From an optimization exercise on the open Yosys and OpenROAD flow, aimed at small area, a short achievable clock period and few clock cycles; shortcuts taken in it are not production practice.
Only simulation tests tie the RTL to the original design; equivalence was not proved.

## flow/flow/run.sh

```bash
#!/bin/bash
set -e
sed 's/SETUP_SLACK_MARGIN=5 /SETUP_SLACK_MARGIN=7 /' standard.sh > standard_m7.sh
grep -q 'SETUP_SLACK_MARGIN=7 ' standard_m7.sh
bash standard_m7.sh > standard.log 2>&1
```

## flow/standard.sh

```bash
#!/bin/bash
# synth_recipe.tcl (not shown) runs the flow's synth.tcl, then flattens the netlist and writes it again
# the make line also repeats each setting of config.mk as NAME=value (left out here)
make -C /OpenROAD-flow-scripts/flow DESIGN_CONFIG=/design/flow/config.mk WORK_HOME=/design/flow/orfs CLKGATE_MAP_FILE= SYNTH_SCRIPT=/design/flow/synth_recipe.tcl "${@:-finish}"
```

## flow/config.mk

```make
export PLATFORM = sky130hd
export DESIGN_NAME = par_loop_top
export DESIGN_NICKNAME = par_loop_top
export VERILOG_FILES = /design/flow/design.v
export SDC_FILE = /design/flow/constraint.sdc
export NUM_CORES = 4
export LEC_CHECK = 0
export CAP_MARGIN = 20
export CORE_MARGIN = 2
export CORE_UTILIZATION = 40
export PLACE_DENSITY = 0.6
export SETUP_SLACK_MARGIN = 5
export SLEW_MARGIN = 20
```

## flow/constraint.sdc

```tcl
create_clock -name core_clock -period 10.0 [get_ports {clk}]
set_input_delay 2.0000 -clock core_clock [delete_from_list [all_inputs] [get_ports {clk}]]
set_output_delay 2.0000 -clock core_clock [all_outputs]
set_load 0.01 [all_outputs]
```

## flow/design.v

```verilog
`default_nettype none
package par_pkg;
	localparam int CNT_WIDTH = 12;
	localparam int W = 32;
endpackage
`default_nettype wire
`timescale 1ns/1ps
`default_nettype none
module par_loop_top (
	input wire clk,
	input wire rst_n,
	input wire req,
	input wire signed [31:0] start,
	input wire signed [31:0] stride,
	input wire [11:0] count,
	output logic ack,
	output logic [31:0] result
);
	localparam int O_DD  = 0;
	localparam int O_L   = 1;
	localparam int O_M2  = 2;
	localparam int O_SL  = 3;
	localparam int O_M3  = 4;
	localparam int O_NSL = 5;
	localparam int O_M1  = 6;
	localparam int O_FIN = 7;     
	typedef enum logic [1:0] {IDLE, RUN, DONE} state_t;
	state_t state;
	logic [7:0] op;       
	logic [1:0] win;      
	logic [11:0] nx;
	logic [12:0] nm1r;    
	logic [31:0] a, b;
	assign result = a;
	logic [5:0] bneg, bone, btwo;
	logic [31:0] xr;
	logic ia, ifwd;                 
	logic wa, wb;
	logic [31:0] cs_s, cs_c;
	logic [31:0] xe, init1, init2;
	assign xe = xr;
	assign init1 = ({32{ia}} & a) | ({32{ifwd}} & cs_s);
	assign init2 = ({32{ifwd}} & cs_c);
	logic [5:0][31:0] pp;
	for (genvar i = 0; i < 6; i++) begin : g_pp
		logic [31:0] mag;
		assign mag = ({32{bone[i]}} & xe) | ({32{btwo[i]}} & (xe << 1));
		if (i == 0) begin : g_first
			assign pp[i] = mag ^ {32{bneg[i]}};
		end else begin : g_rest
			assign pp[i] = ((mag << (2 * i)) ^ ({32{bneg[i]}} << (2 * i))) | (32'(bneg[i - 1]) << (2 * i - 2));
		end
	end
	logic [31:0] sum0, sum1;
	logic t1, t2;
	logic t3, t4;
	logic t5, t6;
	logic t7, t8;
	logic t9, t10;
	logic t11, t12;
	logic t13, t14;
	logic t15, t16;
	logic t17, t18;
	logic t19, t20;
	logic t21, t22;
	logic t23, t24;
	logic t25, t26;
	logic t27, t28;
	logic t29, t30;
	logic t31, t32;
	logic t33, t34;
	logic t35, t36;
	logic t37, t38;
	logic t39, t40;
	logic t41, t42;
	logic t43, t44;
	logic t45, t46;
	logic t47, t48;
	logic t49, t50;
	logic t51, t52;
	logic t53, t54;
	logic t55, t56;
	logic t57, t58;
	logic t59, t60;
	logic t61, t62;
	logic t63, t64;
	logic t65, t66;
	logic t67, t68;
	logic t69, t70;
	logic t71, t72;
	logic t73, t74;
	logic t75, t76;
	logic t77, t78;
	logic t79, t80;
	logic t81, t82;
	logic t83, t84;
	logic t85, t86;
	logic t87, t88;
	logic t89, t90;
	logic t91, t92;
	logic t93, t94;
	logic t95, t96;
	logic t97, t98;
	logic t99, t100;
	logic t101, t102;
	logic t103, t104;
	logic t105, t106;
	logic t107, t108;
	logic t109, t110;
	logic t111, t112;
	logic t113, t114;
	logic t115, t116;
	logic t117, t118;
	logic t119, t120;
	logic t121, t122;
	logic t123, t124;
	logic t125, t126;
	logic t127, t128;
	logic t129, t130;
	logic t131, t132;
	logic t133, t134;
	logic t135, t136;
	logic t137, t138;
	logic t139;
	logic t140;
	logic t141;
	logic t142, t143;
	logic t144, t145;
	logic t146, t147;
	logic t148, t149;
	logic t150, t151;
	logic t152, t153;
	logic t154, t155;
	logic t156, t157;
	logic t158, t159;
	logic t160, t161;
	logic t162, t163;
	logic t164, t165;
	logic t166, t167;
	logic t168, t169;
	logic t170, t171;
	logic t172, t173;
	logic t174, t175;
	logic t176, t177;
	logic t178, t179;
	logic t180, t181;
	logic t182, t183;
	logic t184, t185;
	logic t186, t187;
	logic t188, t189;
	logic t190, t191;
	logic t192, t193;
	logic t194, t195;
	logic t196, t197;
	logic t198, t199;
	logic t200, t201;
	logic t202, t203;
	logic t204, t205;
	logic t206, t207;
	logic t208, t209;
	logic t210, t211;
	logic t212, t213;
	logic t214, t215;
	logic t216, t217;
	logic t218, t219;
	logic t220, t221;
	logic t222, t223;
	logic t224, t225;
	logic t226, t227;
	logic t228, t229;
	logic t230, t231;
	logic t232, t233;
	logic t234, t235;
	logic t236, t237;
	logic t238, t239;
	logic t240, t241;
	logic t242, t243;
	logic t244, t245;
	logic t246, t247;
	logic t248, t249;
	logic t250, t251;
	logic t252, t253;
	logic t254;
	logic t255;
	logic t256, t257;
	logic t258, t259;
	logic t260, t261;
	logic t262, t263;
	logic t264, t265;
	logic t266, t267;
	logic t268, t269;
	logic t270, t271;
	logic t272, t273;
	logic t274, t275;
	logic t276, t277;
	logic t278, t279;
	logic t280, t281;
	logic t282, t283;
	logic t284, t285;
	logic t286, t287;
	logic t288, t289;
	logic t290, t291;
	logic t292, t293;
	logic t294, t295;
	logic t296, t297;
	logic t298, t299;
	logic t300, t301;
	logic t302, t303;
	logic t304, t305;
	logic t306, t307;
	logic t308, t309;
	logic t310, t311;
	logic t312, t313;
	logic t314, t315;
	logic t316, t317;
	logic t318;
	logic t319, t320;
	logic t321, t322;
	logic t323, t324;
	logic t325, t326;
	logic t327, t328;
	logic t329, t330;
	logic t331, t332;
	logic t333, t334;
	logic t335, t336;
	logic t337, t338;
	logic t339, t340;
	logic t341, t342;
	logic t343, t344;
	logic t345, t346;
	logic t347, t348;
	logic t349, t350;
	logic t351, t352;
	logic t353, t354;
	logic t355, t356;
	logic t357, t358;
	logic t359, t360;
	logic t361, t362;
	logic t363, t364;
	logic t365, t366;
	logic t367, t368;
	logic t369, t370;
	logic t371, t372;
	logic t373, t374;
	logic t375, t376;
	logic t377, t378;
	logic t379, t380;
	logic t381;
	assign t1 = pp[4][6] ^ init1[6];
	assign t2 = pp[4][6] & init1[6];
	assign t3 = init1[7] ^ init2[7];
	assign t4 = init1[7] & init2[7];
	assign t5 = pp[5][8] ^ init1[8] ^ init2[8];
	assign t6 = (pp[5][8] & init1[8]) | (pp[5][8] & init2[8]) | (init1[8] & init2[8]);
	assign t7 = pp[0][8] ^ pp[1][8];
	assign t8 = pp[0][8] & pp[1][8];
	assign t9 = init1[9] ^ init2[9] ^ pp[0][9];
	assign t10 = (init1[9] & init2[9]) | (init1[9] & pp[0][9]) | (init2[9] & pp[0][9]);
	assign t11 = pp[1][9] ^ pp[2][9];
	assign t12 = pp[1][9] & pp[2][9];
	assign t13 = bneg[5] ^ init1[10] ^ init2[10];
	assign t14 = (bneg[5] & init1[10]) | (bneg[5] & init2[10]) | (init1[10] & init2[10]);
	assign t15 = pp[0][10] ^ pp[1][10] ^ pp[2][10];
	assign t16 = (pp[0][10] & pp[1][10]) | (pp[0][10] & pp[2][10]) | (pp[1][10] & pp[2][10]);
	assign t17 = pp[3][10] ^ pp[4][10];
	assign t18 = pp[3][10] & pp[4][10];
	assign t19 = init1[11] ^ init2[11] ^ pp[0][11];
	assign t20 = (init1[11] & init2[11]) | (init1[11] & pp[0][11]) | (init2[11] & pp[0][11]);
	assign t21 = pp[1][11] ^ pp[2][11] ^ pp[3][11];
	assign t22 = (pp[1][11] & pp[2][11]) | (pp[1][11] & pp[3][11]) | (pp[2][11] & pp[3][11]);
	assign t23 = pp[4][11] ^ pp[5][11];
	assign t24 = pp[4][11] & pp[5][11];
	assign t25 = init1[12] ^ init2[12] ^ pp[0][12];
	assign t26 = (init1[12] & init2[12]) | (init1[12] & pp[0][12]) | (init2[12] & pp[0][12]);
	assign t27 = pp[1][12] ^ pp[2][12] ^ pp[3][12];
	assign t28 = (pp[1][12] & pp[2][12]) | (pp[1][12] & pp[3][12]) | (pp[2][12] & pp[3][12]);
	assign t29 = pp[4][12] ^ pp[5][12];
	assign t30 = pp[4][12] & pp[5][12];
	assign t31 = init1[13] ^ init2[13] ^ pp[0][13];
	assign t32 = (init1[13] & init2[13]) | (init1[13] & pp[0][13]) | (init2[13] & pp[0][13]);
	assign t33 = pp[1][13] ^ pp[2][13] ^ pp[3][13];
	assign t34 = (pp[1][13] & pp[2][13]) | (pp[1][13] & pp[3][13]) | (pp[2][13] & pp[3][13]);
	assign t35 = pp[4][13] ^ pp[5][13];
	assign t36 = pp[4][13] & pp[5][13];
	assign t37 = init1[14] ^ init2[14] ^ pp[0][14];
	assign t38 = (init1[14] & init2[14]) | (init1[14] & pp[0][14]) | (init2[14] & pp[0][14]);
	assign t39 = pp[1][14] ^ pp[2][14] ^ pp[3][14];
	assign t40 = (pp[1][14] & pp[2][14]) | (pp[1][14] & pp[3][14]) | (pp[2][14] & pp[3][14]);
	assign t41 = pp[4][14] ^ pp[5][14];
	assign t42 = pp[4][14] & pp[5][14];
	assign t43 = init1[15] ^ init2[15] ^ pp[0][15];
	assign t44 = (init1[15] & init2[15]) | (init1[15] & pp[0][15]) | (init2[15] & pp[0][15]);
	assign t45 = pp[1][15] ^ pp[2][15] ^ pp[3][15];
	assign t46 = (pp[1][15] & pp[2][15]) | (pp[1][15] & pp[3][15]) | (pp[2][15] & pp[3][15]);
	assign t47 = pp[4][15] ^ pp[5][15];
	assign t48 = pp[4][15] & pp[5][15];
	assign t49 = init1[16] ^ init2[16] ^ pp[0][16];
	assign t50 = (init1[16] & init2[16]) | (init1[16] & pp[0][16]) | (init2[16] & pp[0][16]);
	assign t51 = pp[1][16] ^ pp[2][16] ^ pp[3][16];
	assign t52 = (pp[1][16] & pp[2][16]) | (pp[1][16] & pp[3][16]) | (pp[2][16] & pp[3][16]);
	assign t53 = pp[4][16] ^ pp[5][16];
	assign t54 = pp[4][16] & pp[5][16];
	assign t55 = init1[17] ^ init2[17] ^ pp[0][17];
	assign t56 = (init1[17] & init2[17]) | (init1[17] & pp[0][17]) | (init2[17] & pp[0][17]);
	assign t57 = pp[1][17] ^ pp[2][17] ^ pp[3][17];
	assign t58 = (pp[1][17] & pp[2][17]) | (pp[1][17] & pp[3][17]) | (pp[2][17] & pp[3][17]);
	assign t59 = pp[4][17] ^ pp[5][17];
	assign t60 = pp[4][17] & pp[5][17];
	assign t61 = init1[18] ^ init2[18] ^ pp[0][18];
	assign t62 = (init1[18] & init2[18]) | (init1[18] & pp[0][18]) | (init2[18] & pp[0][18]);
	assign t63 = pp[1][18] ^ pp[2][18] ^ pp[3][18];
	assign t64 = (pp[1][18] & pp[2][18]) | (pp[1][18] & pp[3][18]) | (pp[2][18] & pp[3][18]);
	assign t65 = pp[4][18] ^ pp[5][18];
	assign t66 = pp[4][18] & pp[5][18];
	assign t67 = init1[19] ^ init2[19] ^ pp[0][19];
	assign t68 = (init1[19] & init2[19]) | (init1[19] & pp[0][19]) | (init2[19] & pp[0][19]);
	assign t69 = pp[1][19] ^ pp[2][19] ^ pp[3][19];
	assign t70 = (pp[1][19] & pp[2][19]) | (pp[1][19] & pp[3][19]) | (pp[2][19] & pp[3][19]);
	assign t71 = pp[4][19] ^ pp[5][19];
	assign t72 = pp[4][19] & pp[5][19];
	assign t73 = init1[20] ^ init2[20] ^ pp[0][20];
	assign t74 = (init1[20] & init2[20]) | (init1[20] & pp[0][20]) | (init2[20] & pp[0][20]);
	assign t75 = pp[1][20] ^ pp[2][20] ^ pp[3][20];
	assign t76 = (pp[1][20] & pp[2][20]) | (pp[1][20] & pp[3][20]) | (pp[2][20] & pp[3][20]);
	assign t77 = pp[4][20] ^ pp[5][20];
	assign t78 = pp[4][20] & pp[5][20];
	assign t79 = init1[21] ^ init2[21] ^ pp[0][21];
	assign t80 = (init1[21] & init2[21]) | (init1[21] & pp[0][21]) | (init2[21] & pp[0][21]);
	assign t81 = pp[1][21] ^ pp[2][21] ^ pp[3][21];
	assign t82 = (pp[1][21] & pp[2][21]) | (pp[1][21] & pp[3][21]) | (pp[2][21] & pp[3][21]);
	assign t83 = pp[4][21] ^ pp[5][21];
	assign t84 = pp[4][21] & pp[5][21];
	assign t85 = init1[22] ^ init2[22] ^ pp[0][22];
	assign t86 = (init1[22] & init2[22]) | (init1[22] & pp[0][22]) | (init2[22] & pp[0][22]);
	assign t87 = pp[1][22] ^ pp[2][22] ^ pp[3][22];
	assign t88 = (pp[1][22] & pp[2][22]) | (pp[1][22] & pp[3][22]) | (pp[2][22] & pp[3][22]);
	assign t89 = pp[4][22] ^ pp[5][22];
	assign t90 = pp[4][22] & pp[5][22];
	assign t91 = init1[23] ^ init2[23] ^ pp[0][23];
	assign t92 = (init1[23] & init2[23]) | (init1[23] & pp[0][23]) | (init2[23] & pp[0][23]);
	assign t93 = pp[1][23] ^ pp[2][23] ^ pp[3][23];
	assign t94 = (pp[1][23] & pp[2][23]) | (pp[1][23] & pp[3][23]) | (pp[2][23] & pp[3][23]);
	assign t95 = pp[4][23] ^ pp[5][23];
	assign t96 = pp[4][23] & pp[5][23];
	assign t97 = init1[24] ^ init2[24] ^ pp[0][24];
	assign t98 = (init1[24] & init2[24]) | (init1[24] & pp[0][24]) | (init2[24] & pp[0][24]);
	assign t99 = pp[1][24] ^ pp[2][24] ^ pp[3][24];
	assign t100 = (pp[1][24] & pp[2][24]) | (pp[1][24] & pp[3][24]) | (pp[2][24] & pp[3][24]);
	assign t101 = pp[4][24] ^ pp[5][24];
	assign t102 = pp[4][24] & pp[5][24];
	assign t103 = init1[25] ^ init2[25] ^ pp[0][25];
	assign t104 = (init1[25] & init2[25]) | (init1[25] & pp[0][25]) | (init2[25] & pp[0][25]);
	assign t105 = pp[1][25] ^ pp[2][25] ^ pp[3][25];
	assign t106 = (pp[1][25] & pp[2][25]) | (pp[1][25] & pp[3][25]) | (pp[2][25] & pp[3][25]);
	assign t107 = pp[4][25] ^ pp[5][25];
	assign t108 = pp[4][25] & pp[5][25];
	assign t109 = init1[26] ^ init2[26] ^ pp[0][26];
	assign t110 = (init1[26] & init2[26]) | (init1[26] & pp[0][26]) | (init2[26] & pp[0][26]);
	assign t111 = pp[1][26] ^ pp[2][26] ^ pp[3][26];
	assign t112 = (pp[1][26] & pp[2][26]) | (pp[1][26] & pp[3][26]) | (pp[2][26] & pp[3][26]);
	assign t113 = pp[4][26] ^ pp[5][26];
	assign t114 = pp[4][26] & pp[5][26];
	assign t115 = init1[27] ^ init2[27] ^ pp[0][27];
	assign t116 = (init1[27] & init2[27]) | (init1[27] & pp[0][27]) | (init2[27] & pp[0][27]);
	assign t117 = pp[1][27] ^ pp[2][27] ^ pp[3][27];
	assign t118 = (pp[1][27] & pp[2][27]) | (pp[1][27] & pp[3][27]) | (pp[2][27] & pp[3][27]);
	assign t119 = pp[4][27] ^ pp[5][27];
	assign t120 = pp[4][27] & pp[5][27];
	assign t121 = init1[28] ^ init2[28] ^ pp[0][28];
	assign t122 = (init1[28] & init2[28]) | (init1[28] & pp[0][28]) | (init2[28] & pp[0][28]);
	assign t123 = pp[1][28] ^ pp[2][28] ^ pp[3][28];
	assign t124 = (pp[1][28] & pp[2][28]) | (pp[1][28] & pp[3][28]) | (pp[2][28] & pp[3][28]);
	assign t125 = pp[4][28] ^ pp[5][28];
	assign t126 = pp[4][28] & pp[5][28];
	assign t127 = init1[29] ^ init2[29] ^ pp[0][29];
	assign t128 = (init1[29] & init2[29]) | (init1[29] & pp[0][29]) | (init2[29] & pp[0][29]);
	assign t129 = pp[1][29] ^ pp[2][29] ^ pp[3][29];
	assign t130 = (pp[1][29] & pp[2][29]) | (pp[1][29] & pp[3][29]) | (pp[2][29] & pp[3][29]);
	assign t131 = pp[4][29] ^ pp[5][29];
	assign t132 = pp[4][29] & pp[5][29];
	assign t133 = init1[30] ^ init2[30] ^ pp[0][30];
	assign t134 = (init1[30] & init2[30]) | (init1[30] & pp[0][30]) | (init2[30] & pp[0][30]);
	assign t135 = pp[1][30] ^ pp[2][30] ^ pp[3][30];
	assign t136 = (pp[1][30] & pp[2][30]) | (pp[1][30] & pp[3][30]) | (pp[2][30] & pp[3][30]);
	assign t137 = pp[4][30] ^ pp[5][30];
	assign t138 = pp[4][30] & pp[5][30];
	assign t139 = init1[31] ^ init2[31] ^ pp[0][31];
	assign t140 = pp[1][31] ^ pp[2][31] ^ pp[3][31];
	assign t141 = pp[4][31] ^ pp[5][31];
	assign t142 = pp[2][2] ^ init1[2];
	assign t143 = pp[2][2] & init1[2];
	assign t144 = init1[3] ^ init2[3];
	assign t145 = init1[3] & init2[3];
	assign t146 = pp[3][4] ^ init1[4] ^ init2[4];
	assign t147 = (pp[3][4] & init1[4]) | (pp[3][4] & init2[4]) | (init1[4] & init2[4]);
	assign t148 = pp[0][4] ^ pp[1][4];
	assign t149 = pp[0][4] & pp[1][4];
	assign t150 = init1[5] ^ init2[5] ^ pp[0][5];
	assign t151 = (init1[5] & init2[5]) | (init1[5] & pp[0][5]) | (init2[5] & pp[0][5]);
	assign t152 = pp[1][5] ^ pp[2][5];
	assign t153 = pp[1][5] & pp[2][5];
	assign t154 = init2[6] ^ pp[0][6] ^ pp[1][6];
	assign t155 = (init2[6] & pp[0][6]) | (init2[6] & pp[1][6]) | (pp[0][6] & pp[1][6]);
	assign t156 = pp[2][6] ^ pp[3][6] ^ t1;
	assign t157 = (pp[2][6] & pp[3][6]) | (pp[2][6] & t1) | (pp[3][6] & t1);
	assign t158 = pp[0][7] ^ pp[1][7] ^ pp[2][7];
	assign t159 = (pp[0][7] & pp[1][7]) | (pp[0][7] & pp[2][7]) | (pp[1][7] & pp[2][7]);
	assign t160 = pp[3][7] ^ t2 ^ t3;
	assign t161 = (pp[3][7] & t2) | (pp[3][7] & t3) | (t2 & t3);
	assign t162 = pp[2][8] ^ pp[3][8] ^ pp[4][8];
	assign t163 = (pp[2][8] & pp[3][8]) | (pp[2][8] & pp[4][8]) | (pp[3][8] & pp[4][8]);
	assign t164 = t4 ^ t5 ^ t7;
	assign t165 = (t4 & t5) | (t4 & t7) | (t5 & t7);
	assign t166 = pp[3][9] ^ pp[4][9] ^ t6;
	assign t167 = (pp[3][9] & pp[4][9]) | (pp[3][9] & t6) | (pp[4][9] & t6);
	assign t168 = t8 ^ t11 ^ t9;
	assign t169 = (t8 & t11) | (t8 & t9) | (t11 & t9);
	assign t170 = pp[5][10] ^ t12 ^ t13;
	assign t171 = (pp[5][10] & t12) | (pp[5][10] & t13) | (t12 & t13);
	assign t172 = t17 ^ t10 ^ t15;
	assign t173 = (t17 & t10) | (t17 & t15) | (t10 & t15);
	assign t174 = t14 ^ t18 ^ t23;
	assign t175 = (t14 & t18) | (t14 & t23) | (t18 & t23);
	assign t176 = t16 ^ t19 ^ t21;
	assign t177 = (t16 & t19) | (t16 & t21) | (t19 & t21);
	assign t178 = t24 ^ t29 ^ t20;
	assign t179 = (t24 & t29) | (t24 & t20) | (t29 & t20);
	assign t180 = t22 ^ t25 ^ t27;
	assign t181 = (t22 & t25) | (t22 & t27) | (t25 & t27);
	assign t182 = t30 ^ t35 ^ t26;
	assign t183 = (t30 & t35) | (t30 & t26) | (t35 & t26);
	assign t184 = t28 ^ t31 ^ t33;
	assign t185 = (t28 & t31) | (t28 & t33) | (t31 & t33);
	assign t186 = t36 ^ t41 ^ t32;
	assign t187 = (t36 & t41) | (t36 & t32) | (t41 & t32);
	assign t188 = t34 ^ t37 ^ t39;
	assign t189 = (t34 & t37) | (t34 & t39) | (t37 & t39);
	assign t190 = t42 ^ t47 ^ t38;
	assign t191 = (t42 & t47) | (t42 & t38) | (t47 & t38);
	assign t192 = t40 ^ t43 ^ t45;
	assign t193 = (t40 & t43) | (t40 & t45) | (t43 & t45);
	assign t194 = t48 ^ t53 ^ t44;
	assign t195 = (t48 & t53) | (t48 & t44) | (t53 & t44);
	assign t196 = t46 ^ t49 ^ t51;
	assign t197 = (t46 & t49) | (t46 & t51) | (t49 & t51);
	assign t198 = t54 ^ t59 ^ t50;
	assign t199 = (t54 & t59) | (t54 & t50) | (t59 & t50);
	assign t200 = t52 ^ t55 ^ t57;
	assign t201 = (t52 & t55) | (t52 & t57) | (t55 & t57);
	assign t202 = t60 ^ t65 ^ t56;
	assign t203 = (t60 & t65) | (t60 & t56) | (t65 & t56);
	assign t204 = t58 ^ t61 ^ t63;
	assign t205 = (t58 & t61) | (t58 & t63) | (t61 & t63);
	assign t206 = t66 ^ t71 ^ t62;
	assign t207 = (t66 & t71) | (t66 & t62) | (t71 & t62);
	assign t208 = t64 ^ t67 ^ t69;
	assign t209 = (t64 & t67) | (t64 & t69) | (t67 & t69);
	assign t210 = t72 ^ t77 ^ t68;
	assign t211 = (t72 & t77) | (t72 & t68) | (t77 & t68);
	assign t212 = t70 ^ t73 ^ t75;
	assign t213 = (t70 & t73) | (t70 & t75) | (t73 & t75);
	assign t214 = t78 ^ t83 ^ t74;
	assign t215 = (t78 & t83) | (t78 & t74) | (t83 & t74);
	assign t216 = t76 ^ t79 ^ t81;
	assign t217 = (t76 & t79) | (t76 & t81) | (t79 & t81);
	assign t218 = t84 ^ t89 ^ t80;
	assign t219 = (t84 & t89) | (t84 & t80) | (t89 & t80);
	assign t220 = t82 ^ t85 ^ t87;
	assign t221 = (t82 & t85) | (t82 & t87) | (t85 & t87);
	assign t222 = t90 ^ t95 ^ t86;
	assign t223 = (t90 & t95) | (t90 & t86) | (t95 & t86);
	assign t224 = t88 ^ t91 ^ t93;
	assign t225 = (t88 & t91) | (t88 & t93) | (t91 & t93);
	assign t226 = t96 ^ t101 ^ t92;
	assign t227 = (t96 & t101) | (t96 & t92) | (t101 & t92);
	assign t228 = t94 ^ t97 ^ t99;
	assign t229 = (t94 & t97) | (t94 & t99) | (t97 & t99);
	assign t230 = t102 ^ t107 ^ t100;
	assign t231 = (t102 & t107) | (t102 & t100) | (t107 & t100);
	assign t232 = t98 ^ t103 ^ t105;
	assign t233 = (t98 & t103) | (t98 & t105) | (t103 & t105);
	assign t234 = t108 ^ t113 ^ t104;
	assign t235 = (t108 & t113) | (t108 & t104) | (t113 & t104);
	assign t236 = t106 ^ t109 ^ t111;
	assign t237 = (t106 & t109) | (t106 & t111) | (t109 & t111);
	assign t238 = t114 ^ t119 ^ t110;
	assign t239 = (t114 & t119) | (t114 & t110) | (t119 & t110);
	assign t240 = t112 ^ t115 ^ t117;
	assign t241 = (t112 & t115) | (t112 & t117) | (t115 & t117);
	assign t242 = t120 ^ t125 ^ t116;
	assign t243 = (t120 & t125) | (t120 & t116) | (t125 & t116);
	assign t244 = t118 ^ t121 ^ t123;
	assign t245 = (t118 & t121) | (t118 & t123) | (t121 & t123);
	assign t246 = t126 ^ t131 ^ t122;
	assign t247 = (t126 & t131) | (t126 & t122) | (t131 & t122);
	assign t248 = t124 ^ t127 ^ t129;
	assign t249 = (t124 & t127) | (t124 & t129) | (t127 & t129);
	assign t250 = t132 ^ t137 ^ t128;
	assign t251 = (t132 & t137) | (t132 & t128) | (t137 & t128);
	assign t252 = t130 ^ t133 ^ t135;
	assign t253 = (t130 & t133) | (t130 & t135) | (t133 & t135);
	assign t254 = t138 ^ t141 ^ t139;
	assign t255 = t140 ^ t134 ^ t136;
	assign t256 = pp[1][0] ^ init1[0];
	assign t257 = pp[1][0] & init1[0];
	assign t258 = init1[1] ^ init2[1];
	assign t259 = init1[1] & init2[1];
	assign t260 = init2[2] ^ pp[0][2] ^ pp[1][2];
	assign t261 = (init2[2] & pp[0][2]) | (init2[2] & pp[1][2]) | (pp[0][2] & pp[1][2]);
	assign t262 = pp[0][3] ^ pp[1][3] ^ t143;
	assign t263 = (pp[0][3] & pp[1][3]) | (pp[0][3] & t143) | (pp[1][3] & t143);
	assign t264 = pp[2][4] ^ t145 ^ t146;
	assign t265 = (pp[2][4] & t145) | (pp[2][4] & t146) | (t145 & t146);
	assign t266 = t147 ^ t149 ^ t152;
	assign t267 = (t147 & t149) | (t147 & t152) | (t149 & t152);
	assign t268 = t153 ^ t151 ^ t154;
	assign t269 = (t153 & t151) | (t153 & t154) | (t151 & t154);
	assign t270 = t155 ^ t157 ^ t158;
	assign t271 = (t155 & t157) | (t155 & t158) | (t157 & t158);
	assign t272 = t159 ^ t161 ^ t162;
	assign t273 = (t159 & t161) | (t159 & t162) | (t161 & t162);
	assign t274 = t163 ^ t166 ^ t165;
	assign t275 = (t163 & t166) | (t163 & t165) | (t166 & t165);
	assign t276 = t167 ^ t170 ^ t169;
	assign t277 = (t167 & t170) | (t167 & t169) | (t170 & t169);
	assign t278 = t171 ^ t174 ^ t173;
	assign t279 = (t171 & t174) | (t171 & t173) | (t174 & t173);
	assign t280 = t175 ^ t177 ^ t178;
	assign t281 = (t175 & t177) | (t175 & t178) | (t177 & t178);
	assign t282 = t179 ^ t181 ^ t182;
	assign t283 = (t179 & t181) | (t179 & t182) | (t181 & t182);
	assign t284 = t183 ^ t185 ^ t186;
	assign t285 = (t183 & t185) | (t183 & t186) | (t185 & t186);
	assign t286 = t187 ^ t189 ^ t190;
	assign t287 = (t187 & t189) | (t187 & t190) | (t189 & t190);
	assign t288 = t191 ^ t193 ^ t194;
	assign t289 = (t191 & t193) | (t191 & t194) | (t193 & t194);
	assign t290 = t195 ^ t197 ^ t198;
	assign t291 = (t195 & t197) | (t195 & t198) | (t197 & t198);
	assign t292 = t199 ^ t201 ^ t202;
	assign t293 = (t199 & t201) | (t199 & t202) | (t201 & t202);
	assign t294 = t203 ^ t205 ^ t206;
	assign t295 = (t203 & t205) | (t203 & t206) | (t205 & t206);
	assign t296 = t207 ^ t209 ^ t210;
	assign t297 = (t207 & t209) | (t207 & t210) | (t209 & t210);
	assign t298 = t211 ^ t213 ^ t214;
	assign t299 = (t211 & t213) | (t211 & t214) | (t213 & t214);
	assign t300 = t215 ^ t217 ^ t218;
	assign t301 = (t215 & t217) | (t215 & t218) | (t217 & t218);
	assign t302 = t219 ^ t221 ^ t222;
	assign t303 = (t219 & t221) | (t219 & t222) | (t221 & t222);
	assign t304 = t223 ^ t225 ^ t226;
	assign t305 = (t223 & t225) | (t223 & t226) | (t225 & t226);
	assign t306 = t227 ^ t229 ^ t230;
	assign t307 = (t227 & t229) | (t227 & t230) | (t229 & t230);
	assign t308 = t231 ^ t233 ^ t234;
	assign t309 = (t231 & t233) | (t231 & t234) | (t233 & t234);
	assign t310 = t235 ^ t237 ^ t238;
	assign t311 = (t235 & t237) | (t235 & t238) | (t237 & t238);
	assign t312 = t239 ^ t241 ^ t242;
	assign t313 = (t239 & t241) | (t239 & t242) | (t241 & t242);
	assign t314 = t243 ^ t245 ^ t246;
	assign t315 = (t243 & t245) | (t243 & t246) | (t245 & t246);
	assign t316 = t247 ^ t249 ^ t250;
	assign t317 = (t247 & t249) | (t247 & t250) | (t249 & t250);
	assign t318 = t254 ^ t255 ^ t251;
	assign t319 = init2[0] ^ pp[0][0];
	assign t320 = init2[0] & pp[0][0];
	assign t321 = pp[0][1] ^ t257 ^ t258;
	assign t322 = (pp[0][1] & t257) | (pp[0][1] & t258) | (t257 & t258);
	assign t323 = t259 ^ t142 ^ t260;
	assign t324 = (t259 & t142) | (t259 & t260) | (t142 & t260);
	assign t325 = t144 ^ t261 ^ t262;
	assign t326 = (t144 & t261) | (t144 & t262) | (t261 & t262);
	assign t327 = t148 ^ t263 ^ t264;
	assign t328 = (t148 & t263) | (t148 & t264) | (t263 & t264);
	assign t329 = t150 ^ t265 ^ t266;
	assign t330 = (t150 & t265) | (t150 & t266) | (t265 & t266);
	assign t331 = t156 ^ t267 ^ t268;
	assign t332 = (t156 & t267) | (t156 & t268) | (t267 & t268);
	assign t333 = t160 ^ t269 ^ t270;
	assign t334 = (t160 & t269) | (t160 & t270) | (t269 & t270);
	assign t335 = t164 ^ t271 ^ t272;
	assign t336 = (t164 & t271) | (t164 & t272) | (t271 & t272);
	assign t337 = t273 ^ t168 ^ t274;
	assign t338 = (t273 & t168) | (t273 & t274) | (t168 & t274);
	assign t339 = t172 ^ t275 ^ t276;
	assign t340 = (t172 & t275) | (t172 & t276) | (t275 & t276);
	assign t341 = t176 ^ t277 ^ t278;
	assign t342 = (t176 & t277) | (t176 & t278) | (t277 & t278);
	assign t343 = t180 ^ t279 ^ t280;
	assign t344 = (t180 & t279) | (t180 & t280) | (t279 & t280);
	assign t345 = t184 ^ t281 ^ t282;
	assign t346 = (t184 & t281) | (t184 & t282) | (t281 & t282);
	assign t347 = t188 ^ t283 ^ t284;
	assign t348 = (t188 & t283) | (t188 & t284) | (t283 & t284);
	assign t349 = t192 ^ t285 ^ t286;
	assign t350 = (t192 & t285) | (t192 & t286) | (t285 & t286);
	assign t351 = t196 ^ t287 ^ t288;
	assign t352 = (t196 & t287) | (t196 & t288) | (t287 & t288);
	assign t353 = t200 ^ t289 ^ t290;
	assign t354 = (t200 & t289) | (t200 & t290) | (t289 & t290);
	assign t355 = t204 ^ t291 ^ t292;
	assign t356 = (t204 & t291) | (t204 & t292) | (t291 & t292);
	assign t357 = t208 ^ t293 ^ t294;
	assign t358 = (t208 & t293) | (t208 & t294) | (t293 & t294);
	assign t359 = t212 ^ t295 ^ t296;
	assign t360 = (t212 & t295) | (t212 & t296) | (t295 & t296);
	assign t361 = t216 ^ t297 ^ t298;
	assign t362 = (t216 & t297) | (t216 & t298) | (t297 & t298);
	assign t363 = t220 ^ t299 ^ t300;
	assign t364 = (t220 & t299) | (t220 & t300) | (t299 & t300);
	assign t365 = t224 ^ t301 ^ t302;
	assign t366 = (t224 & t301) | (t224 & t302) | (t301 & t302);
	assign t367 = t228 ^ t303 ^ t304;
	assign t368 = (t228 & t303) | (t228 & t304) | (t303 & t304);
	assign t369 = t232 ^ t305 ^ t306;
	assign t370 = (t232 & t305) | (t232 & t306) | (t305 & t306);
	assign t371 = t236 ^ t307 ^ t308;
	assign t372 = (t236 & t307) | (t236 & t308) | (t307 & t308);
	assign t373 = t240 ^ t309 ^ t310;
	assign t374 = (t240 & t309) | (t240 & t310) | (t309 & t310);
	assign t375 = t244 ^ t311 ^ t312;
	assign t376 = (t244 & t311) | (t244 & t312) | (t311 & t312);
	assign t377 = t248 ^ t313 ^ t314;
	assign t378 = (t248 & t313) | (t248 & t314) | (t313 & t314);
	assign t379 = t252 ^ t315 ^ t316;
	assign t380 = (t252 & t315) | (t252 & t316) | (t315 & t316);
	assign t381 = t253 ^ t318 ^ t317;
	assign sum0 = {t381, t379, t377, t375, t373, t371, t369, t367, t365, t363, t361, t359, t357, t355, t353, t351, t349, t347, t345, t343, t341, t339, t337, t335, t333, t331, t329, t327, t325, t323, t321, t256};
	assign sum1 = {t380, t378, t376, t374, t372, t370, t368, t366, t364, t362, t360, t358, t356, t354, t352, t350, t348, t346, t344, t342, t340, t338, t336, t334, t332, t330, t328, t326, t324, t322, t320, t319};
	logic [31:0] f;
	assign f = cs_s + cs_c;
	function automatic logic [2:0] add3(input logic [2:0] x, input logic [2:0] y);
		add3[0] = (x[0] & y[0]) | (x[1] & y[2]) | (x[2] & y[1]);
		add3[1] = (x[0] & y[1]) | (x[1] & y[0]) | (x[2] & y[2]);
		add3[2] = (x[0] & y[2]) | (x[1] & y[1]) | (x[2] & y[0]);
	endfunction
	logic [5:0][2:0] dg;
	logic [2:0] m3h;
	logic [1:0] m3r;
	for (genvar k = 0; k < 6; k++) begin : g_dig
		assign dg[k] = {nx[2 * k +: 2] == 2'd2, nx[2 * k +: 2] == 2'd1, nx[2 * k] == nx[2 * k + 1]};
	end
	assign m3h = add3(add3(add3(dg[0], dg[1]), add3(dg[2], dg[3])), add3(dg[4], dg[5]));
	logic [11:0] q3r;
	logic [5:0] q3hr;
	logic [1:0] r6r;
	logic [12:0][1:0] rr;
	logic [11:0] q3;
	assign rr[12] = 2'd0;
	for (genvar i = 11; i >= 0; i--) begin : g_div3
		logic [1:0] rin;
		assign rin = (i == 5) ? r6r : rr[i + 1];
		assign q3[i] = rin[1] | (rin[0] & nx[i]);
		assign rr[i][1] = (rin == 2'd1 && !nx[i]) || (rin == 2'd2 && nx[i]);
		assign rr[i][0] = (rin == 2'd0 && nx[i]) || (rin == 2'd2 && !nx[i]);
	end
	logic [12:0] fm1, fm2, fm3;
	always_comb begin
		logic [12:0] f1, f2, f3;
		f1 = nx[0] ? {1'b0, nx} : {2'b0, nx[11:1]};             
		f2 = nx[0] ? {2'b0, nx[11:1]} : {1'b0, nm1r[11:0]};     
		f3 = {nm1r[11:0], 1'b1};                                
		if (m3r == 2'd0) begin
			fm2 = f2;
			fm3 = f3;
			fm1 = nx[0] ? {1'b0, q3r} : {2'b0, q3r[11:1]};
		end else if (m3r == 2'd1) begin
			fm2 = f1;
			fm3 = f3;
			fm1 = nx[0] ? {2'b0, q3r[11:1]} : {1'b0, q3r};
		end else begin
			fm2 = f1;
			fm3 = f2;
			fm1 = {q3r, 1'b1};
		end
	end
	logic [12:0] fl;
	assign fl = nm1r;
	logic d_w1r, d_w2r, s_w1r, s_w2r, l_w1r, m2_w1r, m3_w1r, n_w1r, m1_w1r;
	logic more;
	always_comb begin
		logic [7:0] w1, w2;
		w1 = {1'b0, m1_w1r, n_w1r, m3_w1r, s_w1r, m2_w1r, l_w1r, d_w1r};
		w2 = {4'b0, s_w2r, 2'b0, d_w2r};
		more = ((win == 2'd0) && |(op & w1)) || ((win == 2'd1) && |(op & w2));
	end
	logic [7:0] nop;
	logic [1:0] nwin;
	assign nop = more ? op : {op[7] | op[6], op[5:0], 1'b0};
	assign nwin = more ? win + 2'd1 : 2'd0;
	logic [6:0][31:0] yval;
	assign yval[O_DD] = stride;
	assign yval[O_L] = {{19{fl[12]}}, fl};
	assign yval[O_M2] = {19'b0, fm2};
	assign yval[O_SL] = start;
	assign yval[O_M3] = {19'b0, fm3};
	assign yval[O_NSL] = {20'b0, nx};
	assign yval[O_M1] = {19'b0, fm1};
	logic [11:0] yw;
	logic ym1;
	always_comb begin
		logic [11:0] y0, ym;
		logic ym1m;
		y0 = '0;
		ym = '0;
		ym1m = 1'b0;
		for (int i = 0; i < 7; i++) begin
			if (i > 0) y0 = y0 | ({12{op[i - 1]}} & yval[i][11:0]);
			ym = ym | ({12{op[i] && win == 2'd0}} & yval[i][23:12]) | ({12{op[i] && win != 2'd0}} & {{4{yval[i][31]}}, yval[i][31:24]});
			ym1m = ym1m | (op[i] && win == 2'd0 && yval[i][11]) | (op[i] && win != 2'd0 && yval[i][23]);
		end
		yw = more ? ym : y0;
		ym1 = more & ym1m;
		if (state != RUN) begin
			yw = stride[11:0];
			ym1 = 1'b0;
		end
	end
	logic [31:0] xearly, xnext;
	logic use_f;
	always_comb begin
		if (state != RUN || (!more && op[O_DD])) xearly = stride;
		else if (more) xearly = xr << 12;
		else if (op[O_M2] | op[O_M3]) xearly = a;
		else xearly = b;
		use_f = (state == RUN) && !more && (((op[O_M2] | op[O_M3]) && wa) || ((op[O_L] | op[O_SL] | op[O_NSL]) && wb));
		xnext = use_f ? f : xearly;
	end
	logic [5:0] eneg, eone, etwo;
	always_comb begin
		logic [12:0] yy;
		yy = {yw, ym1};
		for (int i = 0; i < 6; i++) begin
			eneg[i] = yy[2 * i + 2];
			eone[i] = yy[2 * i + 1] ^ yy[2 * i];
			etwo[i] = (yy[2 * i + 2] & !yy[2 * i + 1] & !yy[2 * i]) | (!yy[2 * i + 2] & yy[2 * i + 1] & yy[2 * i]);
		end
	end
	logic [7:0] cop;
	logic [1:0] cwin;
	assign cop = (state == RUN) ? nop : 8'b1;
	assign cwin = (state == RUN) ? nwin : 2'd0;
	always_ff @(posedge clk) begin
		nx <= count;
		d_w1r <= !((stride[31:11] == '0) || (stride[31:11] == '1));
		d_w2r <= !((stride[31:23] == '0) || (stride[31:23] == '1));
		s_w1r <= !((start[31:11] == '0) || (start[31:11] == '1));
		s_w2r <= !((start[31:23] == '0) || (start[31:23] == '1));
		nm1r <= {1'b0, count} - 13'd1;
		q3hr <= q3[11:6];
		r6r <= rr[6];
		q3r <= {q3hr, q3[5:0]};
		m3r <= {m3h[2], m3h[1]};
		l_w1r <= (fl[12:11] == 2'b01) || (fl[12:11] == 2'b10);
		m2_w1r <= fm2[12] | fm2[11];
		m3_w1r <= fm3[12] | fm3[11];
		n_w1r <= nx[11];
		m1_w1r <= fm1[12] | fm1[11];
		bneg <= eneg;
		bone <= eone;
		btwo <= etwo;
		xr <= xnext;
		ia <= cop[O_L] && (cwin == 2'd0);
		ifwd <= (cwin != 2'd0) || cop[O_M1];
		cs_s <= sum0;
		cs_c <= sum1;
	end
	always_ff @(posedge clk or negedge rst_n) begin
		if (!rst_n) begin
			wa <= 1'b0;
			wb <= 1'b0;
		end else begin
			wa <= (state == RUN) && !more && (op[O_L] || op[O_SL] || op[O_M1]);
			wb <= (state == RUN) && !more && (op[O_DD] || op[O_M2] || op[O_M3]);
		end
	end
	always_ff @(posedge clk) begin
		if (state == IDLE) a <= start;
		else if (wa) a <= f;
		if (wb) b <= f;
	end
	always_ff @(posedge clk or negedge rst_n) begin
		if (!rst_n) begin
			state <= IDLE;
			op <= 8'b1;
			win <= 2'd0;
			ack <= 1'b0;
		end else begin
			case (state)
				IDLE: begin
					op <= 8'b1;
					win <= 2'd0;
					if (req) state <= RUN;
				end
				RUN: begin
					op <= nop;
					win <= nwin;
					if (op[O_FIN]) begin
						state <= DONE;
						ack <= 1'b1;
					end
				end
				DONE: begin
					if (!req) begin
						state <= IDLE;
						ack <= 1'b0;
					end
				end
				default: begin
					state <= IDLE;
					ack <= 1'b0;
				end
			endcase
		end
	end
endmodule
`default_nettype wire
```

==> impl_metrics.env, run 1 <==
export IMPL_status="complete, no violations"
export IMPL_place_ws_ns=6.054
export IMPL_synth_net_count=2511
export IMPL_synthXorXnorAreaFrac_pct=9.818
export IMPL_path_delay_family="flip-flops"
export IMPL_syn_inst=2195
export IMPL_grt_antenna_before_repair=4
export IMPL_path_depth=1
export IMPL_drc=0
export IMPL_worstSetupStartpointType="flip-flop"
export IMPL_skew_ns=0.02238
export IMPL_critPathRequiredTime_ns=8.00
export IMPL_rrSetupSlack_ns=6.81
export IMPL_layout_nets=2671
export IMPL_r2r_start="xr[27]$_DFF_P_"
export IMPL_crit_path_end="result[23]"
export IMPL_clock_path_buffers=3
export IMPL_wl_per_cell_um=25.58
export IMPL_critical_path_buf_inv_count=1
export IMPL_arrival_ns=1.36
export IMPL_num_vias=18547
export IMPL_whs_ns=0.3200
export IMPL_setup_slack_ns=6.639
export IMPL_synth_area_leader_cell="dfxtp_1"
export IMPL_fp_coreArea_um2=49860
export IMPL_ys_flop_type="dfxtp_1"
export IMPL_drive_gt1_share_pct=27.83
export IMPL_layoutNonFillerInstCount=3053
export IMPL_synth_seq_cells=249
export IMPL_synth_edf_count=64
export IMPL_synth_area_per_cell_um2=9.138
export IMPL_grt_max_degree=65
export IMPL_drv_cap=0
export IMPL_hold_path_class="flip-flop to flip-flop"
export IMPL_path_cells="buf_2"
export IMPL_path_clk_slew_ns=0.06
export IMPL_grt_pass1_vias=18153
export IMPL_ys_top_cells_by_area="dfxtp_1, fa_1, edfxtp_1"
export IMPL_ys_types=84
export IMPL_dieHeight_um=227.9
export IMPL_ff2ff_path_depth=10
export IMPL_ys_warn_count=1
export IMPL_synth_adder_area_share_pct=20.62
export IMPL_placed_cells=2842
export IMPL_crit_fanout=2
export IMPL_place_congestion=0.9600
export IMPL_finalSetupViolCount=0
export IMPL_clock_sinks=249
export IMPL_fmax_mhz=297.5
export IMPL_cts_tree="done"
export IMPL_ys_async_sr_fraction_pct=6.024
export IMPL_muxShareOfSynthArea_pct=2.545
export IMPL_areaGrowthSynthToFinish_pct=29.77
export IMPL_grt_overflow_total=0
export IMPL_ios=112
export IMPL_syn_area_um2=20060
export IMPL_grt_setup_unrepaired="yes"
export IMPL_numCtsBuffers=30
export IMPL_drtPass1Iterations=13
export IMPL_r2r_end="cs_s[31]$_DFF_P_"
export IMPL_cp_slowest_cell="edfxtp_1"
export IMPL_dieArea_um2=51950
export IMPL_die_w_um=227.9
export IMPL_synth_compound_area_share_pct=20.47
export IMPL_drt_iter0_markers=2388
export IMPL_worst_pin_slew_ns=0.8923
export IMPL_finalSetupTns_ns=0
export IMPL_wirelength_um=78080
export IMPL_htree_levels=1
export IMPL_rows=82
export IMPL_fillers=4476
export IMPL_cts_root_buffer="clkbuf_16"
export IMPL_final_area_um2=26030
export IMPL_min_period_ns=3.361
export IMPL_critPathKind="flip-flop to output port"
export IMPL_viasPerCell=6.075
export IMPL_place_area_um2=21820
export IMPL_hold_viol=0
export IMPL_startpoint="a[23]$_DFFE_PP_"
export IMPL_insertion_delay_ns=0.60
export IMPL_grtUsageTotal_pct=28.85
export IMPL_ys_seq_area_share_pct=28.43
export IMPL_finalCritPeriodShare_pct=33.61
export IMPL_setup_worst_path_end_class="output port"
export IMPL_slew_violations=0
export IMPL_fin_util_pct=52.20
export IMPL_synth_simple_area_share_pct=10.47
export IMPL_synth_top_family_by_area="adder cells"
export IMPL_grt_pass1_wl_um=114800
export IMPL_dpl_hpwl_um=50350
export IMPL_ant_nets=0
export IMPL_start_util_pct=40.23
export IMPL_critical_path_max_stage_delay_ns=0.55
export IMPL_place_port_buffers=111
export IMPL_netlist_area_leader_share_pct=16.97
export IMPL_slew_headroom_pct=40.29
-- repair_timing --
item / in CTS / in global routing
gates cloned: 10 / 2
endpoints found under the setup margin: 150 / 133
resized for setup: 464 / 172
buffers inserted: 91 / 50
pin swaps: 167 / 122
hold buffers: 0 / 0
hold endpoints to repair: 0 / 0
-- cells in the final DEF (no fill, tap or decap), types with 33 or more instances in the layout --
master	netlist	routed
nand2_1	195	193
inv_1	231	192
xnor2_1	159	131
dfxtp_1	170	125
a22oi_1	195	114
buf_4	2	105
nor2_1	107	102
fa_1	156	91
a21oi_1	106	89
a22oi_2	1	82
ha_1	81	70
fa_2	0	65
edfxtp_1	64	64
xor2_1	64	49
o21ai_0	52	47
inv_2	2	41
buf_12	0	38
clkdlybuf4s50_1	0	37
mux2i_1	33	33
-- routing by layer --
layer | vias up | track usage [%] | wire [um]
met5 | - | 0 | 123
met4 | 4 | 10.93 | 3281
met3 | 228 | 6.900 | 9235
met2 | 1175 | 44.26 | 34450
met1 | 9202 | 39.46 | 30990
li1 | 7938 | - | -
-- final cells by class --
class	instances	area (um2)	share of cell area, %
multi-input combinational	1550	14280	54.87
timing repair buffer	291	3189	12.25
inverter	233	874.6	3.360
clock inverter	15	185.2	0.7114
antenna	2	5.005	0.01923
sequential	249	5829	22.39
clock buffer	41	823.3	3.163
tap	672	840.8	3.230
-- sequential cells by signal, indices dropped and copies added (netlist names), 5 cells and up --
| register | flops |
|---|---|
| op | 8 |
| cs_c | 32 |
| q3r | 11 |
| xr | 32 |
| nm1r | 13 |
| nx | 12 |
| btwo | 6 |
| a | 32 |
| b | 32 |
| bone | 6 |
| bneg | 6 |
| q3hr | 5 |
| cs_s | 32 |
-- logic make-up after synthesis --
kind of cell / Yosys count
flip-flops: 249
AO/OA/AOI/OAI: 580
multiplexers: 49
adder cells (fa/ha/maj): 237
XOR/XNOR: 224
buffers and inverters: 397
AND/OR/NAND/NOR: 459
-- cells in the mapped netlist (all sizes together) (8+ instances only) --
cell type and count:
xor2 64, dfrtp 14, edfxtp 64, a222oi 28, nand2b 11, a31oi 8
nor3 22, inv 233, a22oi 196, ha 81, dfxtp 170, nand4 24
xnor2 160, nand3 26, a21oi 110, a21o 14, fa 156, nor2 107
mux2i 33, mux2 16, a21boi 10, a211oi 31, a221oi 13, nor2b 14
o21ai 86, clkbuf 98, a22o 18, nor4 10, nand2 197, and2 17
buf 66
-- how the worst min path moves through the flow --
stage	cells after the start	to	start	slack [ns]
global route	0	q3r[10]$_DFF_P_	q3hr[4]$_DFF_P_	0.33
finish	0	q3r[8]$_DFF_P_	q3hr[2]$_DFF_P_	0.32
detailed placement	0	q3r[8]$_DFF_P_	q3hr[2]$_DFF_P_	0.31
floorplan	0	q3r[10]$_DFF_P_	q3hr[4]$_DFF_P_	0.31
CTS	0	q3r[8]$_DFF_P_	q3hr[2]$_DFF_P_	0.32
global placement	0	q3r[10]$_DFF_P_	q3hr[4]$_DFF_P_	0.31
Testbench counts, summed over its fixed seeds: cycles 3,364.
==> inputs of run 2 (changes only) <==
==> flow/flow/run.sh (replaced) <==
#!/bin/bash
set -e
sed 's/SETUP_SLACK_MARGIN=5 /SETUP_SLACK_MARGIN=6 /' standard.sh > standard_m7.sh
grep -q 'SETUP_SLACK_MARGIN=6 ' standard_m7.sh
bash standard_m7.sh > standard.log 2>&1
==> run 2 against run 1 <==
Synthesized area is the same. Maximum frequency shrank 10%. Critical path depth did not move. Synthesized cell count stayed put. Global-route usage shrank 2.4 points. Sequential cell count unchanged. Largest cell class unchanged.
==> impl_metrics.env, run 2 <==
export IMPL_ant_nets=0
export IMPL_ios=112
export IMPL_wirelength_um=69490
export IMPL_status="complete, no violations"
export IMPL_place_area_um2=21590
export IMPL_ys_top_cells_by_area="dfxtp_1, fa_1, edfxtp_1"
export IMPL_fmax_mhz=266.4
export IMPL_final_common_cell="inv_1"
export IMPL_worst_pin_slew_ns=1.124
export IMPL_ys_seq_area_share_pct=28.43
export IMPL_path_cells="clkdlybuf4s50_1"
export IMPL_place_ws_ns=5.970
export IMPL_slew_violations=0
export IMPL_r2r_start="op[2]$_DFFE_PN0P_"
export IMPL_cts_setup_buffers=0
export IMPL_finalSetupTns_ns=0
export IMPL_grt_setup_unrepaired="no"
export IMPL_cts_tree="done"
export IMPL_grt_antenna_before_repair=0
export IMPL_cp_slowest_cell="clkdlybuf4s50_1"
export IMPL_drtPass1Iterations=7
export IMPL_critical_path_buf_inv_count=1
export IMPL_place_port_buffers=111
export IMPL_areaGrowthSynthToFinish_pct=13.54
export IMPL_setup_slack_ns=6.247
export IMPL_ff2ff_path_depth=9
export IMPL_netlist_area_leader_share_pct=16.97
export IMPL_numCtsBuffers=34
export IMPL_min_path_cells=0
export IMPL_antennaDiodeCount=0
export IMPL_placed_cells=2842
export IMPL_synth_area_leader_cell="dfxtp_1"
export IMPL_syn_inst=2195
export IMPL_layout_nets=2522
export IMPL_grt_overflow_total=0
export IMPL_num_vias=17218
export IMPL_ys_warn_count=1
export IMPL_path_clk_slew_ns=0.06
export IMPL_arrival_ns=1.75
export IMPL_cts_root_buffer="clkbuf_16"
export IMPL_netlist_top_cells_count="inv_1, a22oi_1, nand2_1"
export IMPL_holdCritStartpoint="q3hr[1]$_DFF_P_"
export IMPL_rows=82
export IMPL_hold_viol=0
export IMPL_cts_hold_buf=0
export IMPL_crit_fanout=3
export IMPL_most_common_layout_cells="inv_1, nand2_1, a22oi_1"
export IMPL_ys_async_sr_fraction_pct=6.024
export IMPL_skew_ns=0.03113
export IMPL_wl_per_cell_um=23.93
export IMPL_setup_worst_path_end_class="output port"
export IMPL_synth_edf_count=64
export IMPL_final_area_um2=22770
export IMPL_worstSetupStartpointType="flip-flop"
export IMPL_synth_area_per_cell_um2=9.138
export IMPL_synth_seq_cells=249
export IMPL_rrSetupSlack_ns=6.26
export IMPL_r2r_end="xr[30]$_DFF_P_"
export IMPL_grt_max_degree=65
export IMPL_dpl_hpwl_um=50000
export IMPL_synth_net_count=2511
export IMPL_yosys_cell_count_top_type="inv_1"
export IMPL_finalSetupViolCount=0
export IMPL_ys_types=84
export IMPL_start_util_pct=40.23
export IMPL_finalCritPeriodShare_pct=37.53
export IMPL_path_delay_family="buffers and inverters"
export IMPL_ctsResizeCount=0
export IMPL_place_congestion=0.9278
export IMPL_hold_path_endpoint="q3r[7]$_DFF_P_"
export IMPL_dieHeight_um=227.9
export IMPL_critPathRequiredTime_ns=8.00
export IMPL_viasPerCell=5.929
export IMPL_die_w_um=227.9
export IMPL_grtUsageTotal_pct=26.44
export IMPL_clock_sinks=249
export IMPL_ys_flop_type="dfxtp_1"
export IMPL_drv_cap=0
export IMPL_slew_headroom_pct=24.99
export IMPL_clock_path_buffers=3
export IMPL_drc=0
export IMPL_critPathKind="flip-flop to output port"
export IMPL_grt_pass1_vias=17218
export IMPL_hold_path_class="flip-flop to flip-flop"
export IMPL_grt_pass1_wl_um=106100
export IMPL_dieArea_um2=51950
export IMPL_insertion_delay_ns=0.57
export IMPL_layoutNonFillerInstCount=2904
export IMPL_syn_area_um2=20060
export IMPL_fp_coreArea_um2=49860
export IMPL_min_period_ns=3.753
export IMPL_htree_levels=2
export IMPL_critical_path_max_stage_delay_ns=0.62
export IMPL_drt_iter0_markers=1904
export IMPL_drive_gt1_share_pct=6.004
[run 2: worst max-delay path by stage]
stage | from | endpoint | slack [ns] | cells after the start
detailed placement | stride[27] | d_w1r$_DFF_P_ | 5.97 | 6
finish | a[23]$_DFFE_PP_ | result[23] | 6.25 | 1
global route | op[2]$_DFFE_PN0P_ | xr[30]$_DFF_P_ | 6.08 | 9
global placement | start[25] | s_w1r$_DFF_P_ | 5.98 | 6
CTS | a[25]$_DFFE_PP_ | result[25] | 6.24 | 1
floorplan | bneg[1]$_DFF_P_ | cs_s[12]$_DFF_P_ | 6.38 | 10
[run 2: metrics by stage]
step / hold WS [ns] / utilization (%)
after CTS: 0.3261 / 45.66
after global placement: 0.3113 / 43.31
after detailed placement: 0.3121 / 43.31
final: 0.3266 / 45.67
after floorplan: 0.3096 / -
after global routing: 0.3299 / 45.67
[run 2: cells by family (layout without fill, tap and decap cells)]
kind of cell    count (synthesis)  in the layout  share of synthesized area [%]
compound gates                580            580                          20.47
simple gates                  459            459                          10.47
buf+inv                       397            434                          7.648
flops                         249            249                          28.43
fa+ha+maj                     237            237                          20.62
xor+xnor                      224            224                          9.819
mux                            49             49                          2.545
[run 2: metal layers]
metal / share of wire, % / track usage [%]
met1: 42 / 36.31
met2: 44 / 40.45
met3: 10 / 6.500
met4: 3.6 / 9.559
met5: 0 / 0
[run 2: layout make-up]
cell class	instances	area, um2
multi-input cells	1549	12850
well taps	672	840.8
repair buffers	139	1321
inverters	233	874.6
fillers	4875	27090
clock inverters	21	289.0
flip-flops and latches	249	5710
clock buffers	41	887.1
==> inputs of run 3 (changes only) <==
==> flow/run.sh (new file) <==
#!/bin/bash
# synth_recipe.tcl (not shown) runs the flow's synth.tcl, then flattens the netlist and writes it again
# the make line also repeats each setting of config.mk as NAME=value (left out here)
make -C /OpenROAD-flow-scripts/flow DESIGN_CONFIG=/design/flow/config.mk WORK_HOME=/design/flow/orfs CLKGATE_MAP_FILE= SYNTH_SCRIPT=/design/flow/synth_recipe.tcl finish
--- a/flow/config.mk
+++ b/flow/config.mk
@@ -5,6 +5,7 @@
 export SDC_FILE = /design/flow/constraint.sdc
 export NUM_CORES = 4
 export LEC_CHECK = 0
+export ABC_AREA = 1
 export CAP_MARGIN = 20
 export CORE_MARGIN = 2
 export CORE_UTILIZATION = 40
removed: flow/flow/run.sh
removed: flow/standard.sh
==> run 3 against run 2 <==
Critical path type is now flip-flop to flip-flop. Non-clock buffer count is 7 lower. Critical path depth is 11 higher.
==> impl_metrics.env, run 3 <==
export IMPL_ant_nets=0
export IMPL_drtPass1Iterations=6
export IMPL_hold_viol=0
export IMPL_min_period_ns=4.030
export IMPL_clock_path_buffers=3
export IMPL_finalCritPeriodShare_pct=40.30
export IMPL_place_area_um2=23040
export IMPL_place_ws_ns=6.013
export IMPL_min_path_cells=0
export IMPL_drt_iter0_markers=1996
export IMPL_crit_top_cell="fa_1"
export IMPL_grt_pass1_vias=20227
export IMPL_cts_hold_buf=0
export IMPL_num_vias=20232
export IMPL_grt_max_degree=67
export IMPL_ios=112
export IMPL_cts_tree="done"
export IMPL_hold_path_class="flip-flop to flip-flop"
export IMPL_cts_root_buffer="clkbuf_16"
export IMPL_netlist_top_cells_count="nand2_1, inv_1, nand3_1"
export IMPL_r2r_end="cs_s[31]$_DFF_P_"
export IMPL_drive_gt1_share_pct=3.745
export IMPL_path_cells="clkinv_1 > o22ai_1 > xor2_1 > fa_1 > fa_1 > fa_1 > xnor2_1 > xor2_1 > nand3_1 > nand2_1 > nand3b_1 > nand2_1"
export IMPL_cts_setup_buffers=0
export IMPL_critical_path_max_stage_delay_ns=0.74
export IMPL_grt_pass1_wl_um=119500
export IMPL_ys_warn_count=1
export IMPL_most_common_layout_cells="nand2_1, inv_1, nand3_1"
export IMPL_crit_fanout=27
export IMPL_setup_slack_ns=5.970
export IMPL_slew_violations=0
export IMPL_ys_flop_type="dfxtp_1"
export IMPL_final_area_um2=24050
export IMPL_ctsResizeCount=0
export IMPL_synth_net_count=3254
export IMPL_rrSetupSlack_ns=5.97
export IMPL_ys_types=48
export IMPL_start_util_pct=40.25
export IMPL_htree_levels=1
export IMPL_die_w_um=236.0
export IMPL_finalSetupTns_ns=0
export IMPL_wirelength_um=78460
export IMPL_netlist_area_leader_share_pct=15.81
export IMPL_arrival_ns=4.52
export IMPL_synth_seq_cells=249
export IMPL_status="complete, no violations"
export IMPL_ys_async_sr_fraction_pct=6.024
export IMPL_r2r_start="bone[2]$_DFF_P_"
export IMPL_ff2ff_path_depth=12
export IMPL_yosys_cell_count_top_type="nand2_1"
export IMPL_grt_antenna_before_repair=0
export IMPL_slew_headroom_pct=24.47
export IMPL_grt_setup_unrepaired="no"
export IMPL_drv_cap=0
export IMPL_worst_pin_slew_ns=1.132
export IMPL_critPathRequiredTime_ns=10.49
export IMPL_synth_area_leader_cell="dfxtp_1"
export IMPL_cp_slowest_cell="clkinv_1"
export IMPL_holdCritStartpoint="q3hr[1]$_DFF_P_"
export IMPL_dieArea_um2=55700
export IMPL_place_congestion=0.9915
export IMPL_fmax_mhz=248.2
export IMPL_wl_per_cell_um=21.28
export IMPL_fp_coreArea_um2=53500
export IMPL_syn_area_um2=21530
export IMPL_grtUsageTotal_pct=27.92
export IMPL_finalSetupViolCount=0
export IMPL_insertion_delay_ns=0.61
export IMPL_viasPerCell=5.487
export IMPL_areaGrowthSynthToFinish_pct=11.70
export IMPL_drc=0
export IMPL_dpl_hpwl_um=60250
export IMPL_numCtsBuffers=30
export IMPL_ys_seq_area_share_pct=26.48
export IMPL_place_port_buffers=111
export IMPL_critPathKind="flip-flop to flip-flop"
export IMPL_final_common_cell="nand2_1"
export IMPL_synth_edf_count=64
export IMPL_layout_nets=3283
export IMPL_grt_overflow_total=0
export IMPL_dieHeight_um=236.0
export IMPL_ys_top_cells_by_area="dfxtp_1, fa_1, nand2_1"
export IMPL_syn_inst=2938
export IMPL_rows=85
export IMPL_antennaDiodeCount=0
export IMPL_path_clk_slew_ns=0.06
export IMPL_hold_path_endpoint="q3r[7]$_DFF_P_"
export IMPL_clock_sinks=249
export IMPL_skew_ns=0.01226
export IMPL_setup_worst_path_end_class="flip-flop"
export IMPL_worstSetupStartpointType="flip-flop"
export IMPL_synth_area_per_cell_um2=7.329
## run 3: how the worst max path moves through the flow
| stage | start | end | slack, ns | cells after the start |
|---|---|---|---|---|
| after floorplan | btwo[1]$_DFF_P_ | cs_s[23]$_DFF_P_ | 6.72 | 11 |
| after global placement | bone[2]$_DFF_P_ | cs_s[31]$_DFF_P_ | 6.07 | 13 |
| after detailed placement | btwo[2]$_DFF_P_ | cs_s[24]$_DFF_P_ | 6.01 | 9 |
| after CTS | btwo[2]$_DFF_P_ | cs_s[31]$_DFF_P_ | 5.98 | 12 |
| after global routing | bone[2]$_DFF_P_ | cs_s[31]$_DFF_P_ | 5.69 | 13 |
| final | bone[2]$_DFF_P_ | cs_s[31]$_DFF_P_ | 5.97 | 12 |
## run 3: cell type report
| cell class | instances | area [um2] |
|---|---|---|
| Clock buffer | 42 | 855.8 |
| Timing Repair Buffer | 132 | 1269 |
| Inverter | 489 | 1838 |
| Tap cell | 696 | 870.8 |
| Multi-Input combinational cell | 2065 | 13360 |
| Fill cell | 5413 | 29440 |
| Sequential cell | 249 | 5703 |
| Clock inverter | 14 | 151.4 |
## run 3: stage by stage
step	utilization, %	hold WS (ns)	cells
after floorplan	-	0.3096	2938
after global placement	43.08	0.3114	3631
after detailed placement	43.08	0.3191	3631
after CTS	44.96	0.3335	3687
after global routing	44.96	0.3376	3687
final	44.96	0.3296	3687
## run 3: logic make-up after synthesis
logic type	synth area share, %
simple gates	23.67
buf+inv	11.51
compound gates	11.33
flops	26.48
fa+ha+maj	19.21
xor+xnor	7.810
## run 3: metal layers
layer | track usage [%] | wire (um) | vias up
li1 | - | - | 9408
met3 | 5.793 | 7222 | 164
met1 | 38.45 | 34190 | 9691
met2 | 43.34 | 34420 | 969
met4 | 9.979 | 2624 | 0
met5 | 0 | 0 | -
## run 3: worst max-delay path: cells and delay by family, from the launching register on
kind                     cells  cell delay [ns]
AND/OR/NAND/NOR              4             0.34
buffers and inverters        1             0.74
XOR/XNOR                     3             0.64
adder cells (fa/ha/maj)      3             1.37
AO/OA/AOI/OAI                1             0.47
flip-flops                   1             0.33

afterwards: timing with drivers on the ports:
No port has a modelled driver above. Below, the same layouts with a new extraction and two added sets of constraints.
Step 1, drivers: a clkbuf_16 drives clk and a buf_2 each remaining input, both assumed.
Step 2 adds t to the input delays and takes it off the output delays; t is the mean of the earliest and latest rising clock arrival at the registers after step 1. Input paths then give back, and output paths get back, about the clock's delay inside the block.
Slacks: ideal / step 1 / step 2; pairs: ideal / step 1.
run	shift t [ns]	setup slack, ns	hold slack, ns	pins driven straight from the clock port
run 1	0.649	6.639 / 6.579 / 6.399	0.320 / 0.320 / 0.320	1
run 2	0.614	6.247 / 6.190 / 5.936	0.327 / 0.327 / 0.327	1
run 3	0.659	5.970 / 5.970 / 5.970	0.330 / 0.330 / 0.330	1
After both steps setup and hold are still met in every run listed. The setup slack of run 2, which loses most, moves by -0.057 ns with the drivers and by -0.311 ns with both steps.
